This is an optimization exercise on Yosys and OpenROAD, whose aim is small area and a short achievable clock period, not a production implementation.
In this exercise RTL edits were held to simulation tests only and were not proved equivalent to the original.
No activity file was given, so power comes from the tool's default toggle rates.

==> module data_mem_ctrl, before the edit <==
module data_mem_ctrl #(
    parameter int DATA_W = 32,
    parameter int DEPTH  = 64
) (
    input  logic                clk,
    input  logic                rst_n,
    input  logic                req,
    input  logic                we,
    input  logic [31:0]         addr,
    input  logic [DATA_W-1:0]   wdata,
    input  logic [DATA_W/8-1:0] be,
    output logic                ready,
    output logic                rvalid,
    output logic [DATA_W-1:0]   rdata,
    output logic                err
);
    localparam int BW    = DATA_W / 8;
    localparam int AW    = $clog2(DEPTH);
    localparam int NG    = 20;               
    logic [AW:0]         cnt_q;
    logic                clearing;
    logic                ready_q;
    localparam int NCLR = 2 * BW;
    logic [NCLR-1:0]     clr_q;
    always_ff @(posedge clk or negedge rst_n) begin
        if (!rst_n) begin
            cnt_q   <= '0;
            ready_q <= 1'b0;
            clr_q   <= '1;
        end else begin
            if (!cnt_q[AW]) begin
                cnt_q <= cnt_q + 1'b1;
            end
            ready_q <= ready_q | (&cnt_q[AW-1:0]);
            for (int k = 0; k < NCLR; k++) begin
                clr_q[k] <= clr_q[k] & ~(&cnt_q[AW-1:0]);
            end
        end
    end
    assign ready    = ready_q;
    assign clearing = ~cnt_q[AW];
    logic                acc;
    logic                oor;
    assign acc = req & cnt_q[AW];
    assign oor = |addr[31:AW+2];
    logic [7:0]          plo_n;
    logic [7:0]          phi_n;
    logic [DEPTH-1:0]    dec;
    logic [5:0]          a_n;
    for (genvar i = 0; i < 6; i++) begin : g_ainv
        data_mem_inv u_i (.a(addr[2+i]), .y(a_n[i]));
    end
    for (genvar v = 0; v < 8; v++) begin : g_pdec
        data_mem_nand3 u_lo (
            .a({v[2] ? addr[4] : a_n[2], v[1] ? addr[3] : a_n[1], v[0] ? addr[2] : a_n[0]}),
            .y(plo_n[v])
        );
        data_mem_nand3 u_hi (
            .a({v[2] ? addr[7] : a_n[5], v[1] ? addr[6] : a_n[4], v[0] ? addr[5] : a_n[3]}),
            .y(phi_n[v])
        );
    end
    for (genvar r = 0; r < DEPTH; r++) begin : g_dec
        data_mem_nor2 u_n (.a(plo_n[r%8]), .b(phi_n[r/8]), .y(dec[r]));
    end
    logic [BW-1:0]       lane_en;
    logic [DATA_W-1:0]   wcol_n;
    logic [BW-1:0]       en_n [DEPTH];
    assign lane_en = ({BW{acc & we & ~oor}} & be) | {BW{clearing}};
    assign wcol_n  = ~(wdata & {DATA_W{cnt_q[AW]}});
    for (genvar r = 0; r < DEPTH; r++) begin : g_en
        for (genvar l = 0; l < BW; l++) begin : g_lane
            data_mem_wen u_n (
                .sel (dec[r]),
                .all (clr_q[2*l + r/(DEPTH/2)]),
                .lane(lane_en[l]),
                .en_n(en_n[r][l])
            );
        end
    end
    logic [DATA_W-1:0]   mem_q [DEPTH];
    logic [DATA_W-1:0]   mem_d [DEPTH];
    logic                rd_acc;
    logic                ld_n;
    logic [DATA_W-1:0]   hq_n;
    logic                rvalid_q;
    logic [DATA_W-1:0]   rdata_q;
    logic [DATA_W-1:0]   rdata_d;
    logic                err_q;
    assign rd_acc = acc & ~we;
    assign ld_n   = ~(rd_acc & ~oor);
    assign hq_n   = ~(rdata_q & {DATA_W{~rd_acc}});
    for (genvar b = 0; b < DATA_W; b++) begin : g_bit
        localparam int L = b / 8;
        logic [NG+1:0] g_n;
        logic [5:0]    x;
        logic [1:0]    z;
        for (genvar g = 0; g < NG; g++) begin : g_grp
            logic [2:0] en3_n;
            logic [2:0] q3;
            logic [2:0] y3;
            assign en3_n = {en_n[3*g+2][L], en_n[3*g+1][L], en_n[3*g][L]};
            assign q3    = {mem_q[3*g+2][b], mem_q[3*g+1][b], mem_q[3*g][b]};
            data_mem_slice3 u_s (
                .en_na(en3_n),
                .en_nb(en3_n),
                .w_n  (wcol_n[b]),
                .q    (q3),
                .sel  (dec[3*g +: 3]),
                .y    (y3),
                .r_n  (g_n[g])
            );
            assign mem_d[3*g][b]   = y3[0];
            assign mem_d[3*g+1][b] = y3[1];
            assign mem_d[3*g+2][b] = y3[2];
        end
        begin : g_last
            logic [3:0] en4_n;
            logic [3:0] q4;
            logic [3:0] y4;
            assign en4_n = {en_n[3*NG+3][L], en_n[3*NG+2][L], en_n[3*NG+1][L], en_n[3*NG][L]};
            assign q4    = {mem_q[3*NG+3][b], mem_q[3*NG+2][b], mem_q[3*NG+1][b], mem_q[3*NG][b]};
            data_mem_slice4 u_s (
                .en_na(en4_n),
                .en_nb(en4_n),
                .w_n  (wcol_n[b]),
                .q    (q4),
                .sel  (dec[3*NG +: 4]),
                .y    (y4),
                .r3_n (g_n[NG]),
                .r1_n (g_n[NG+1])
            );
            assign mem_d[3*NG][b]   = y4[0];
            assign mem_d[3*NG+1][b] = y4[1];
            assign mem_d[3*NG+2][b] = y4[2];
            assign mem_d[3*NG+3][b] = y4[3];
        end
        data_mem_nand4 u_x0 (.a(g_n[3:0]),   .y(x[0]));
        data_mem_nand4 u_x1 (.a(g_n[7:4]),   .y(x[1]));
        data_mem_nand4 u_x2 (.a(g_n[11:8]),  .y(x[2]));
        data_mem_nand4 u_x3 (.a(g_n[15:12]), .y(x[3]));
        data_mem_nand3 u_x4 (.a(g_n[18:16]), .y(x[4]));
        data_mem_nand3 u_x5 (.a(g_n[21:19]), .y(x[5]));
        data_mem_nor3  u_z0 (.a(x[2:0]), .y(z[0]));
        data_mem_nor3  u_z1 (.a(x[5:3]), .y(z[1]));
        data_mem_rfin  u_f (
            .z0   (z[0]),
            .z1   (z[1]),
            .ld_n (ld_n),
            .hq_na(hq_n[b]),
            .hq_nb(hq_n[b]),
            .y    (rdata_d[b])
        );
    end
    always_ff @(posedge clk) begin
        for (int r = 0; r < DEPTH; r++) begin
            mem_q[r] <= mem_d[r];
        end
    end
    always_ff @(posedge clk or negedge rst_n) begin
        if (!rst_n) begin
            rvalid_q <= 1'b0;
            rdata_q  <= '0;
            err_q    <= 1'b0;
        end else begin
            rvalid_q <= rd_acc;
            err_q    <= acc & oor;
            rdata_q  <= rdata_d;
        end
    end
    assign rvalid = rvalid_q;
    assign rdata  = rdata_q;
    assign err    = err_q;
endmodule
==> flow/config.mk <==
export PLATFORM = sky130hd
export DESIGN_NAME = data_mem_ctrl
export DESIGN_NICKNAME = data_mem_ctrl
export VERILOG_FILES = /design/flow/design.v
export SDC_FILE = /design/flow/constraint.sdc
export NUM_CORES = 4
export LEC_CHECK = 0
export CAP_MARGIN = 20
export CORE_MARGIN = 2
export CORE_UTILIZATION = 65
export CTS_CLUSTER_DIAMETER = 80
export CTS_CLUSTER_SIZE = 24
export SETUP_SLACK_MARGIN = 1.2
export SLEW_MARGIN = 20
export SYNTH_HIERARCHICAL = 1
export SYNTH_MINIMUM_KEEP_SIZE = 0
export TNS_END_PERCENT = 10
==> flow/constraint.sdc <==
create_clock -name core_clock -period 3.5 [get_ports {clk}]
set_input_delay 0.7000 -clock core_clock [delete_from_list [all_inputs] [get_ports {clk}]]
set_output_delay 0.7000 -clock core_clock [all_outputs]
set_load 0.01 [all_outputs]
standard.sh (not shown) runs the stock make flow with config.mk's settings and CLKGATE_MAP_FILE= SYNTH_SCRIPT=/design/flow/synth_recipe.tcl, a recipe that flattens the netlist after the stock synthesis.
==> flow/flow/run.sh <==
#!/bin/bash
# The standard layout, with the port buffers made of plain buffers (instead of the delay
# cells buffer_ports picks by default) and timing repair free to resize across footprints.
set -euo pipefail
bash standard.sh \
  BUFFER_PORTS_ARGS="-buffer_cell sky130_fd_sc_hd__buf_4" \
  MATCH_CELL_FOOTPRINT=0 \
  finish > standard_flow.log 2>&1
Rerun with:
--- a/flow/design.v
+++ b/flow/design.v
@@ -16,10 +16,17 @@
     input  logic all,
     input  logic lane,
     output logic en_n
 );
     assign en_n = ~((sel | all) & lane);
+endmodule
+module data_mem_wgate (
+    input  logic d,
+    input  logic clr,
+    output logic w_n
+);
+    assign w_n = ~(d & ~clr);
 endmodule
 module data_mem_nor3 (
     input  logic [2:0] a,
     output logic       y
 );
@@ -118,11 +125,11 @@
     logic                oor;
     assign acc = req & cnt_q[AW];
     assign oor = |addr[31:AW+2];
     logic [7:0]          plo_n;
     logic [7:0]          phi_n;
-    logic [DEPTH-1:0]    dec;
+    logic [DEPTH-1:0]    dec [2];
     logic [5:0]          a_n;
     for (genvar i = 0; i < 6; i++) begin : g_ainv
         data_mem_inv u_i (.a(addr[2+i]), .y(a_n[i]));
     end
     for (genvar v = 0; v < 8; v++) begin : g_pdec
@@ -134,21 +141,26 @@
             .a({v[2] ? addr[7] : a_n[5], v[1] ? addr[6] : a_n[4], v[0] ? addr[5] : a_n[3]}),
             .y(phi_n[v])
         );
     end
     for (genvar r = 0; r < DEPTH; r++) begin : g_dec
-        data_mem_nor2 u_n (.a(plo_n[r%8]), .b(phi_n[r/8]), .y(dec[r]));
+        data_mem_nor2 u_n0 (.a(plo_n[r%8]), .b(phi_n[r/8]), .y(dec[0][r]));
+        data_mem_nor2 u_n1 (.a(plo_n[r%8]), .b(phi_n[r/8]), .y(dec[1][r]));
     end
     logic [BW-1:0]       lane_en;
-    logic [DATA_W-1:0]   wcol_n;
     logic [BW-1:0]       en_n [DEPTH];
     assign lane_en = ({BW{acc & we & ~oor}} & be) | {BW{clearing}};
-    assign wcol_n  = ~(wdata & {DATA_W{cnt_q[AW]}});
+    logic [DATA_W-1:0]   wcol_n [2];
+    for (genvar b = 0; b < DATA_W; b++) begin : g_wcol
+        for (genvar h = 0; h < 2; h++) begin : g_half
+            data_mem_wgate u_g (.d(wdata[b]), .clr(clr_q[2*(b/8) + h]), .w_n(wcol_n[h][b]));
+        end
+    end
     for (genvar r = 0; r < DEPTH; r++) begin : g_en
         for (genvar l = 0; l < BW; l++) begin : g_lane
             data_mem_wen u_n (
-                .sel (dec[r]),
+                .sel (dec[l/2][r]),
                 .all (clr_q[2*l + r/(DEPTH/2)]),
                 .lane(lane_en[l]),
                 .en_n(en_n[r][l])
             );
         end
@@ -177,13 +189,13 @@
             assign en3_n = {en_n[3*g+2][L], en_n[3*g+1][L], en_n[3*g][L]};
             assign q3    = {mem_q[3*g+2][b], mem_q[3*g+1][b], mem_q[3*g][b]};
             data_mem_slice3 u_s (
                 .en_na(en3_n),
                 .en_nb(en3_n),
-                .w_n  (wcol_n[b]),
+                .w_n  (wcol_n[g >= NG/2][b]),
                 .q    (q3),
-                .sel  (dec[3*g +: 3]),
+                .sel  (dec[b/16][3*g +: 3]),
                 .y    (y3),
                 .r_n  (g_n[g])
             );
             assign mem_d[3*g][b]   = y3[0];
             assign mem_d[3*g+1][b] = y3[1];
@@ -196,13 +208,13 @@
             assign en4_n = {en_n[3*NG+3][L], en_n[3*NG+2][L], en_n[3*NG+1][L], en_n[3*NG][L]};
             assign q4    = {mem_q[3*NG+3][b], mem_q[3*NG+2][b], mem_q[3*NG+1][b], mem_q[3*NG][b]};
             data_mem_slice4 u_s (
                 .en_na(en4_n),
                 .en_nb(en4_n),
-                .w_n  (wcol_n[b]),
+                .w_n  (wcol_n[1][b]),
                 .q    (q4),
-                .sel  (dec[3*NG +: 4]),
+                .sel  (dec[b/16][3*NG +: 4]),
                 .y    (y4),
                 .r3_n (g_n[NG]),
                 .r1_n (g_n[NG+1])
             );
             assign mem_d[3*NG][b]   = y4[0];
What happened: The changed run ran to the end with no violations. Worst setup slack is better by 0.023 ns. Core utilization shrinks by 1.3 points. Global-route usage shrinks by 4.3 points. Synthesized area grows slightly. Count of clock-buffer cells in the layout shrinks by 5. Clock power hardly moves. Die area grows slightly. Flip-flop and latch count does not change. Worst hold slack is worse by 0.068 ns. Design area shrinks slightly. First-iteration DRC count shrinks by about a fifth. Critical path depth grows by 2. Register-to-register slack is better by 0.18 ns.

==> afterwards: timing with drivers on the ports <==
The flow's constraints put no driver on any port. The routed layouts listed below were extracted and timed again, unchanged, in two steps. Step 1 (the two cells are an assumption about what drives the block):
set clk [get_ports {clk}]
set_driving_cell -lib_cell sky130_fd_sc_hd__clkbuf_16 $clk
set_driving_cell -lib_cell sky130_fd_sc_hd__buf_2 [delete_from_list [all_inputs] $clk]
Step 2 moves the port delays by t, midway between the first and last clock arrival at a register: inputs arrive t later, outputs are due t later. That takes back most of the time a late clock gives input paths. Slacks: ideal ports / drivers / drivers and shift; pairs: ideal ports / drivers.
run	shift t [ns]	setup slack, ns	worst hold slack (ns)	pins driven straight from the clock port
the first run	0.798	0.955 / 0.949 / 0.151	0.090 / 0.076 / 0.465	1
the second run	0.792	0.977 / 0.951 / 0.158	0.022 / -0.019 / 0.464	1
After both steps every run listed still meets setup and hold. For the second run, which loses most, drivers alone change the setup slack by -0.026 ns; drivers and shift together by -0.819 ns.
